This design comes from an exercise in tuning for small area, a short achievable clock period and few clock cycles on the open sky130 flow, not from production work. Function was checked by simulation only, so behaviour that the tests miss may differ from the original. Power is estimated from default activity; no workload was simulated.

==> flow/design.v (excerpt) <==
module bmem_top (
    input  logic         clk,
    input  logic         rst_n,
    input  logic [31:0]  icache_addr,
    input  logic         icache_read,
    output logic         icache_resp,
    output logic [255:0] icache_rdata,
    input  logic [31:0]  dcache_addr,
    input  logic         dcache_read,
    input  logic         dcache_write,
    input  logic [255:0] dcache_wdata,
    output logic         dcache_resp,
    output logic [255:0] dcache_rdata,
    output logic [31:0]  bmem_addr,
    output logic         bmem_read,
    output logic         bmem_write,
    output logic [63:0]  bmem_wdata,
    input  logic         bmem_ready,
    input  logic [63:0]  bmem_rdata,
    input  logic         bmem_rvalid
);
Size: about 0.011 mm^2 of cells after synthesis.
clock: 5.0 ns
lec_check: 0
abc_area: 1
cap_margin: 20
core_area: 10 10 370 370
cts_buf_list: sky130_fd_sc_hd__clkbuf_8
die_area: 0 0 380 380
place_density: 0.4
setup_slack_margin: 2.5
slew_margin: 20
tns_end_percent: 0
standard.sh (not shown) runs the stock make flow with config.mk's settings and CLKGATE_MAP_FILE= SYNTH_SCRIPT=/design/flow/synth_recipe.tcl, a recipe that flattens the netlist after the stock synthesis.
==> flow/flow/run.sh <==
#!/bin/bash
# Standard layout with two changes: a fixed pin plan (written by flow/pins.py and sourced
# at the end of floorplan through ORFS's IO_CONSTRAINTS hook) that keeps each bit slice's
# ports together, and buf_1 as the port buffer instead of the resizer's default pick.
set -euo pipefail
python3 flow/pins.py 380 > pins.tcl 2> pins.log
export IO_CONSTRAINTS="$PWD/pins.tcl"
export BUFFER_PORTS_ARGS="-buffer_cell sky130_fd_sc_hd__buf_1"
bash standard.sh > flow_standard.log 2>&1
Other scripts of this flow, unchanged in this note and not shown: flow/flow/pins.py
Testbench counts at the start, summed over its fixed seeds: cycles 13,461.
Change:
--- a/flow/flow/run.sh
+++ b/flow/flow/run.sh
@@ -5,3 +5,3 @@
 set -euo pipefail
-python3 flow/pins.py 380 > pins.tcl 2> pins.log
+python3 flow/pins.py 300 6 > pins.tcl 2> pins.log
 export IO_CONSTRAINTS="$PWD/pins.tcl"
Settings changed: CORE_AREA 10 10 370 370 to 10 10 290 290, DIE_AREA 0 0 380 380 to 0 0 300 300, TNS_END_PERCENT 0 to default.
The new run finished clean.
Power hardly moves.
Utilization climbs by 7.4 points.
Design area drops by 2.8%.
Wire length climbs by 3.6%.
Synthesized area stays the same.
Sequential share of layout area climbs by 1.2 points.
Global-route usage climbs by 3.0 points.
Setup slack improved by 39 ps.
Synthesized cell count stays the same.
Change:
--- a/flow/flow/run.sh
+++ b/flow/flow/run.sh
@@ -5,3 +5,3 @@
 set -euo pipefail
-python3 flow/pins.py 300 6 > pins.tcl 2> pins.log
+python3 flow/pins.py 380 > pins.tcl 2> pins.log
 export IO_CONSTRAINTS="$PWD/pins.tcl"
Settings changed: CORE_AREA 10 10 290 290 to 10 10 370 370, DIE_AREA 0 0 300 300 to 0 0 380 380, SETUP_SLACK_MARGIN 2.5 to 2.6.
Outcome:
- The changed run finished with timing, DRC and antenna clean
- register-to-register slack improves by 80 ps
- combinational power grows by 10%
- setup slack gets worse by 46 ps
- wire length decreases by 1.9%
- fmax decreases by 1.8%
- synthesized cell count is unchanged
- die area rises by 60%

* * *

The RTL this note starts from:
==> flow/design.v <==
`timescale 1ns/1ps
package mem_burst_pkg;
    localparam int ADDR_W         = 32;
    localparam int BEAT_W         = 64;     
    localparam int BEATS_PER_LINE = 4;
    localparam int LINE_W         = BEAT_W * BEATS_PER_LINE;   
    localparam int BEAT_IDX_W     = 2;      
    localparam int LINE_OFFSET_W  = 5;      
    typedef logic [ADDR_W-1:0] addr_t;
    typedef logic [BEAT_W-1:0] beat_t;
    typedef logic [LINE_W-1:0] line_t;
    typedef struct packed {
        addr_t addr;      
        logic  read;      
        logic  write;     
        line_t wdata;     
    } line_req_t;
    typedef struct packed {
        logic  resp;      
        line_t rdata;     
    } line_resp_t;
endpackage
`timescale 1ns/1ps
module beat_counter (
    input  logic                                 clk,
    input  logic                                 rst_n,
    input  logic                                 beat_advance,   
    output logic [mem_burst_pkg::BEAT_IDX_W-1:0] beat_idx,
    output logic                                 at_last         
);
    always_ff @(posedge clk) begin
        if (!rst_n) begin
            beat_idx <= '0;
        end else if (beat_advance) begin
            beat_idx <= beat_idx + 1'b1;
        end
    end
    assign at_last = (beat_idx == mem_burst_pkg::BEAT_IDX_W'(mem_burst_pkg::BEATS_PER_LINE - 1));
endmodule
`timescale 1ns/1ps
module line_assembler (
    input  logic                                 clk,
    input  logic                                 beat_we,      
    input  logic [mem_burst_pkg::BEAT_IDX_W-1:0] beat_idx,     
    input  mem_burst_pkg::beat_t                 bmem_rdata,
    output mem_burst_pkg::line_t                 rd_line
);
    localparam int W = mem_burst_pkg::BEAT_W;
    mem_burst_pkg::beat_t beat0, beat1, beat2;
    always_ff @(posedge clk) begin
        if (beat_we && beat_idx == 2'd0) beat0 <= bmem_rdata;
        if (beat_we && beat_idx == 2'd1) beat1 <= bmem_rdata;
        if (beat_we && beat_idx == 2'd2) beat2 <= bmem_rdata;
    end
    assign rd_line = {bmem_rdata, beat2, beat1, beat0};
endmodule
`timescale 1ns/1ps
module write_beat_mux (
    input  mem_burst_pkg::line_t                 wr_line,     
    input  logic [mem_burst_pkg::BEAT_IDX_W-1:0] beat_idx,    
    output mem_burst_pkg::beat_t                 bmem_wdata
);
    always_comb begin
        unique case (beat_idx)
            2'd0:    bmem_wdata = wr_line[0*mem_burst_pkg::BEAT_W +: mem_burst_pkg::BEAT_W];
            2'd1:    bmem_wdata = wr_line[1*mem_burst_pkg::BEAT_W +: mem_burst_pkg::BEAT_W];
            2'd2:    bmem_wdata = wr_line[2*mem_burst_pkg::BEAT_W +: mem_burst_pkg::BEAT_W];
            default: bmem_wdata = wr_line[3*mem_burst_pkg::BEAT_W +: mem_burst_pkg::BEAT_W];
        endcase
    end
endmodule
`timescale 1ns/1ps
module burst_req_fsm (
    input  logic                     clk,
    input  logic                     rst_n,
    input  mem_burst_pkg::line_req_t icache_req,
    input  mem_burst_pkg::line_req_t dcache_req,
    input  logic                     bmem_ready,
    input  logic                     bmem_rvalid,
    input  logic                     at_last,         
    output mem_burst_pkg::addr_t     bmem_addr,
    output logic                     bmem_read,
    output logic                     bmem_write,
    output logic                     beat_advance,    
    output logic                     sel_dcache,      
    output logic                     icache_resp_pulse,
    output logic                     dcache_resp_pulse
);
    logic rd_arm;      
    logic rd_busy;     
    logic wr_busy;     
    logic idle;
    logic rd_done, wr_done, done;
    logic dcache_want, icache_want;
    logic pick_d, pick_i;
    assign dcache_want = dcache_req.read || dcache_req.write;
    assign icache_want = icache_req.read;                       
    assign idle    = !(rd_arm || rd_busy || wr_busy);
    assign rd_done = rd_busy && bmem_rvalid && at_last;         
    assign wr_done = wr_busy && bmem_ready && at_last;          
    assign done    = rd_done || wr_done;
    assign pick_d = dcache_want && (idle || (done && !sel_dcache));
    assign pick_i = icache_want && ((idle && !dcache_want) || (done && sel_dcache));
    always_ff @(posedge clk) begin
        if (!rst_n) begin
            rd_arm  <= 1'b0;
            rd_busy <= 1'b0;
            wr_busy <= 1'b0;
        end else if (pick_d || pick_i) begin
            rd_arm  <= pick_i || !dcache_req.write;
            rd_busy <= 1'b0;
            wr_busy <= pick_d && dcache_req.write;              
        end else begin
            if (rd_arm && bmem_ready) begin
                rd_arm  <= 1'b0;
                rd_busy <= 1'b1;
            end
            if (rd_done) rd_busy <= 1'b0;
            if (wr_done) wr_busy <= 1'b0;
        end
    end
    always_ff @(posedge clk) begin
        if (pick_d || pick_i) sel_dcache <= pick_d;
    end
    assign bmem_addr    = sel_dcache ? dcache_req.addr : icache_req.addr;
    assign bmem_read    = rd_arm && bmem_ready;                 
    assign bmem_write   = wr_busy;
    assign beat_advance = (rd_busy && bmem_rvalid) || (wr_busy && bmem_ready);
    assign icache_resp_pulse = rd_done && !sel_dcache;
    assign dcache_resp_pulse = done && sel_dcache;
endmodule
`timescale 1ns/1ps
module bmem_controller (
    input  logic                     clk,
    input  logic                     rst_n,
    input  mem_burst_pkg::line_req_t  icache_req,     
    output mem_burst_pkg::line_resp_t icache_resp,
    input  mem_burst_pkg::line_req_t  dcache_req,
    output mem_burst_pkg::line_resp_t dcache_resp,
    output mem_burst_pkg::addr_t     bmem_addr,
    output logic                     bmem_read,
    output logic                     bmem_write,
    output mem_burst_pkg::beat_t     bmem_wdata,
    input  logic                     bmem_ready,
    input  mem_burst_pkg::beat_t     bmem_rdata,
    input  logic                     bmem_rvalid
);
    logic                                 beat_advance;
    logic                                 sel_dcache;
    logic                                 icache_resp_pulse;
    logic                                 dcache_resp_pulse;
    logic [mem_burst_pkg::BEAT_IDX_W-1:0] beat_idx;
    logic                                 at_last;
    mem_burst_pkg::line_t                 rd_line;
    burst_req_fsm fsm_i (
        .clk               (clk),
        .rst_n             (rst_n),
        .icache_req        (icache_req),
        .dcache_req        (dcache_req),
        .bmem_ready        (bmem_ready),
        .bmem_rvalid       (bmem_rvalid),
        .at_last           (at_last),
        .bmem_addr         (bmem_addr),
        .bmem_read         (bmem_read),
        .bmem_write        (bmem_write),
        .beat_advance      (beat_advance),
        .sel_dcache        (sel_dcache),
        .icache_resp_pulse (icache_resp_pulse),
        .dcache_resp_pulse (dcache_resp_pulse)
    );
    beat_counter beat_cnt_i (
        .clk          (clk),
        .rst_n        (rst_n),
        .beat_advance (beat_advance),
        .beat_idx     (beat_idx),
        .at_last      (at_last)
    );
    line_assembler line_asm_i (
        .clk        (clk),
        .beat_we    (bmem_rvalid),       
        .beat_idx   (beat_idx),
        .bmem_rdata (bmem_rdata),
        .rd_line    (rd_line)
    );
    write_beat_mux wr_mux_i (
        .wr_line    (dcache_req.wdata),
        .beat_idx   (beat_idx),
        .bmem_wdata (bmem_wdata)
    );
    assign icache_resp.resp  = icache_resp_pulse;
    assign icache_resp.rdata = rd_line;
    assign dcache_resp.resp  = dcache_resp_pulse;
    assign dcache_resp.rdata = rd_line;
endmodule
`timescale 1ns/1ps
module bmem_top (
    input  logic         clk,
    input  logic         rst_n,
    input  logic [31:0]  icache_addr,
    input  logic         icache_read,
    output logic         icache_resp,
    output logic [255:0] icache_rdata,
    input  logic [31:0]  dcache_addr,
    input  logic         dcache_read,
    input  logic         dcache_write,
    input  logic [255:0] dcache_wdata,
    output logic         dcache_resp,
    output logic [255:0] dcache_rdata,
    output logic [31:0]  bmem_addr,
    output logic         bmem_read,
    output logic         bmem_write,
    output logic [63:0]  bmem_wdata,
    input  logic         bmem_ready,
    input  logic [63:0]  bmem_rdata,
    input  logic         bmem_rvalid
);
    mem_burst_pkg::line_req_t  icache_req_s;
    mem_burst_pkg::line_req_t  dcache_req_s;
    mem_burst_pkg::line_resp_t icache_resp_s;
    mem_burst_pkg::line_resp_t dcache_resp_s;
    assign icache_req_s.addr  = icache_addr;
    assign icache_req_s.read  = icache_read;
    assign icache_req_s.write = 1'b0;
    assign icache_req_s.wdata = '0;
    assign dcache_req_s.addr  = dcache_addr;
    assign dcache_req_s.read  = dcache_read;
    assign dcache_req_s.write = dcache_write;
    assign dcache_req_s.wdata = dcache_wdata;
    bmem_controller ctrl_i (
        .clk         (clk),
        .rst_n       (rst_n),
        .icache_req  (icache_req_s),
        .icache_resp (icache_resp_s),
        .dcache_req  (dcache_req_s),
        .dcache_resp (dcache_resp_s),
        .bmem_addr   (bmem_addr),
        .bmem_read   (bmem_read),
        .bmem_write  (bmem_write),
        .bmem_wdata  (bmem_wdata),
        .bmem_ready  (bmem_ready),
        .bmem_rdata  (bmem_rdata),
        .bmem_rvalid (bmem_rvalid)
    );
    assign icache_resp  = icache_resp_s.resp;
    assign icache_rdata = icache_resp_s.rdata;
    assign dcache_resp  = dcache_resp_s.resp;
    assign dcache_rdata = dcache_resp_s.rdata;
endmodule
==> flow/config.mk <==
export PLATFORM = sky130hd
export DESIGN_NAME = bmem_top
export DESIGN_NICKNAME = bmem_top
export VERILOG_FILES = /design/flow/design.v
export SDC_FILE = /design/flow/constraint.sdc
export NUM_CORES = 4
export LEC_CHECK = 0
export CAP_MARGIN = 20
export CORE_AREA = 10 10 370 370
export DIE_AREA = 0 0 380 380
export PLACE_DENSITY = 0.4
export SLEW_MARGIN = 20
==> flow/constraint.sdc <==
create_clock -name core_clock -period 5.0 [get_ports {clk}]
set_input_delay 1.0000 -clock core_clock [delete_from_list [all_inputs] [get_ports {clk}]]
set_output_delay 1.0000 -clock core_clock [all_outputs]
set_load 0.01 [all_outputs]
run.sh (not shown) runs the stock make flow with config.mk's settings and CLKGATE_MAP_FILE= SYNTH_SCRIPT=/design/flow/synth_recipe.tcl, a recipe that flattens the netlist after the stock synthesis.
Stock flow here: none of the scripts above is used.
Testbench counts at the start, summed over its fixed seeds: cycles 13,461.
Rerun with:
==> flow/flow/run.sh (new file) <==
#!/bin/bash
# Standard layout, but the port buffers are the smallest buffer (buf_1)
# instead of the resizer's default pick; timing repair may still upsize them.
set -euo pipefail
export BUFFER_PORTS_ARGS="-buffer_cell sky130_fd_sc_hd__buf_1"
bash standard.sh > flow_standard.log 2>&1
==> flow/standard.sh (new file) <==
#!/bin/bash
# synth_recipe.tcl (not shown) runs the flow's synth.tcl, then flattens the netlist and writes it again
# the make line also repeats each setting of config.mk as NAME=value (left out here)
make -C /OpenROAD-flow-scripts/flow DESIGN_CONFIG=/design/flow/config.mk WORK_HOME=/design/flow/orfs CLKGATE_MAP_FILE= SYNTH_SCRIPT=/design/flow/synth_recipe.tcl "${@:-finish}"
CORE_AREA = 5 5 195 195   (was 10 10 370 370)
DIE_AREA = 0 0 200 200   (was 0 0 380 380)
removed: flow/run.sh
- Now the flow failed in I/O pin placement (3_2_place_iop) with PPL-0024
- synthesized cell count stays the same
- synthesized area does not change
Rerun with:
CORE_AREA = 10 10 370 370   (was 5 5 195 195)
DIE_AREA = 0 0 380 380   (was 0 0 200 200)
With this change the flow went through all stages and came out clean.
Area after synthesis stays the same.
Synthesized cell count does not change.
Rerun with:
SETUP_SLACK_MARGIN = 2.5   (was unset)
=> The changed run ran to the end with no violations. Worst hold slack is better by 0.016 ns. Design area rose by 8.4%. Count of clock-buffer cells in the layout does not change. Sequential share of layout area decreases by 3.0 points. Global-route usage increases by 0.65 points. Via count went up by 2.7%. Non-clock buffer count is higher by 39. Register-to-register slack gets better by 0.62 ns. Worst setup slack improved by 0.73 ns. Area after synthesis does not change.

==> port drivers added, routing unchanged <==
How much do the figures lean on ideal ports? The routed layouts below were timed once more, with nothing changed but the port constraints. Step 1 assumes that a clkbuf_16 drives the clock port and a buf_2 every other input. Step 2 times the ports against the registers' clock, not the clock port: input delays grow and output delays shrink by t, the midpoint of the rising clock arrivals with the driver on. Three values: ideal ports, drivers, drivers and shift; two values: the first two.
run	shift t [ns]	setup WS [ns]	latest minus earliest clock arrival (ns)
the first run of note 1	0.656	2.477 / 2.426 / 2.280	0.014 / 0.014
the second run of note 1	0.599	2.516 / 2.469 / 2.262	0.048 / 0.048
the third run of note 1	0.656	2.470 / 2.419 / 2.226	0.020 / 0.020
the first run of note 2	0.571	0.744 / 0.688 / 0.731	0.016 / 0.015
the third run of note 2	0.562	1.098 / 1.042 / 1.604	0.022 / 0.023
the fourth run of note 2	0.570	1.823 / 1.766 / 2.045	0.024 / 0.023
After both steps every run listed still meets setup and hold. The setup slack of the second run of note 1, which loses most, moves by -0.047 ns with the drivers and by -0.254 ns with both steps.
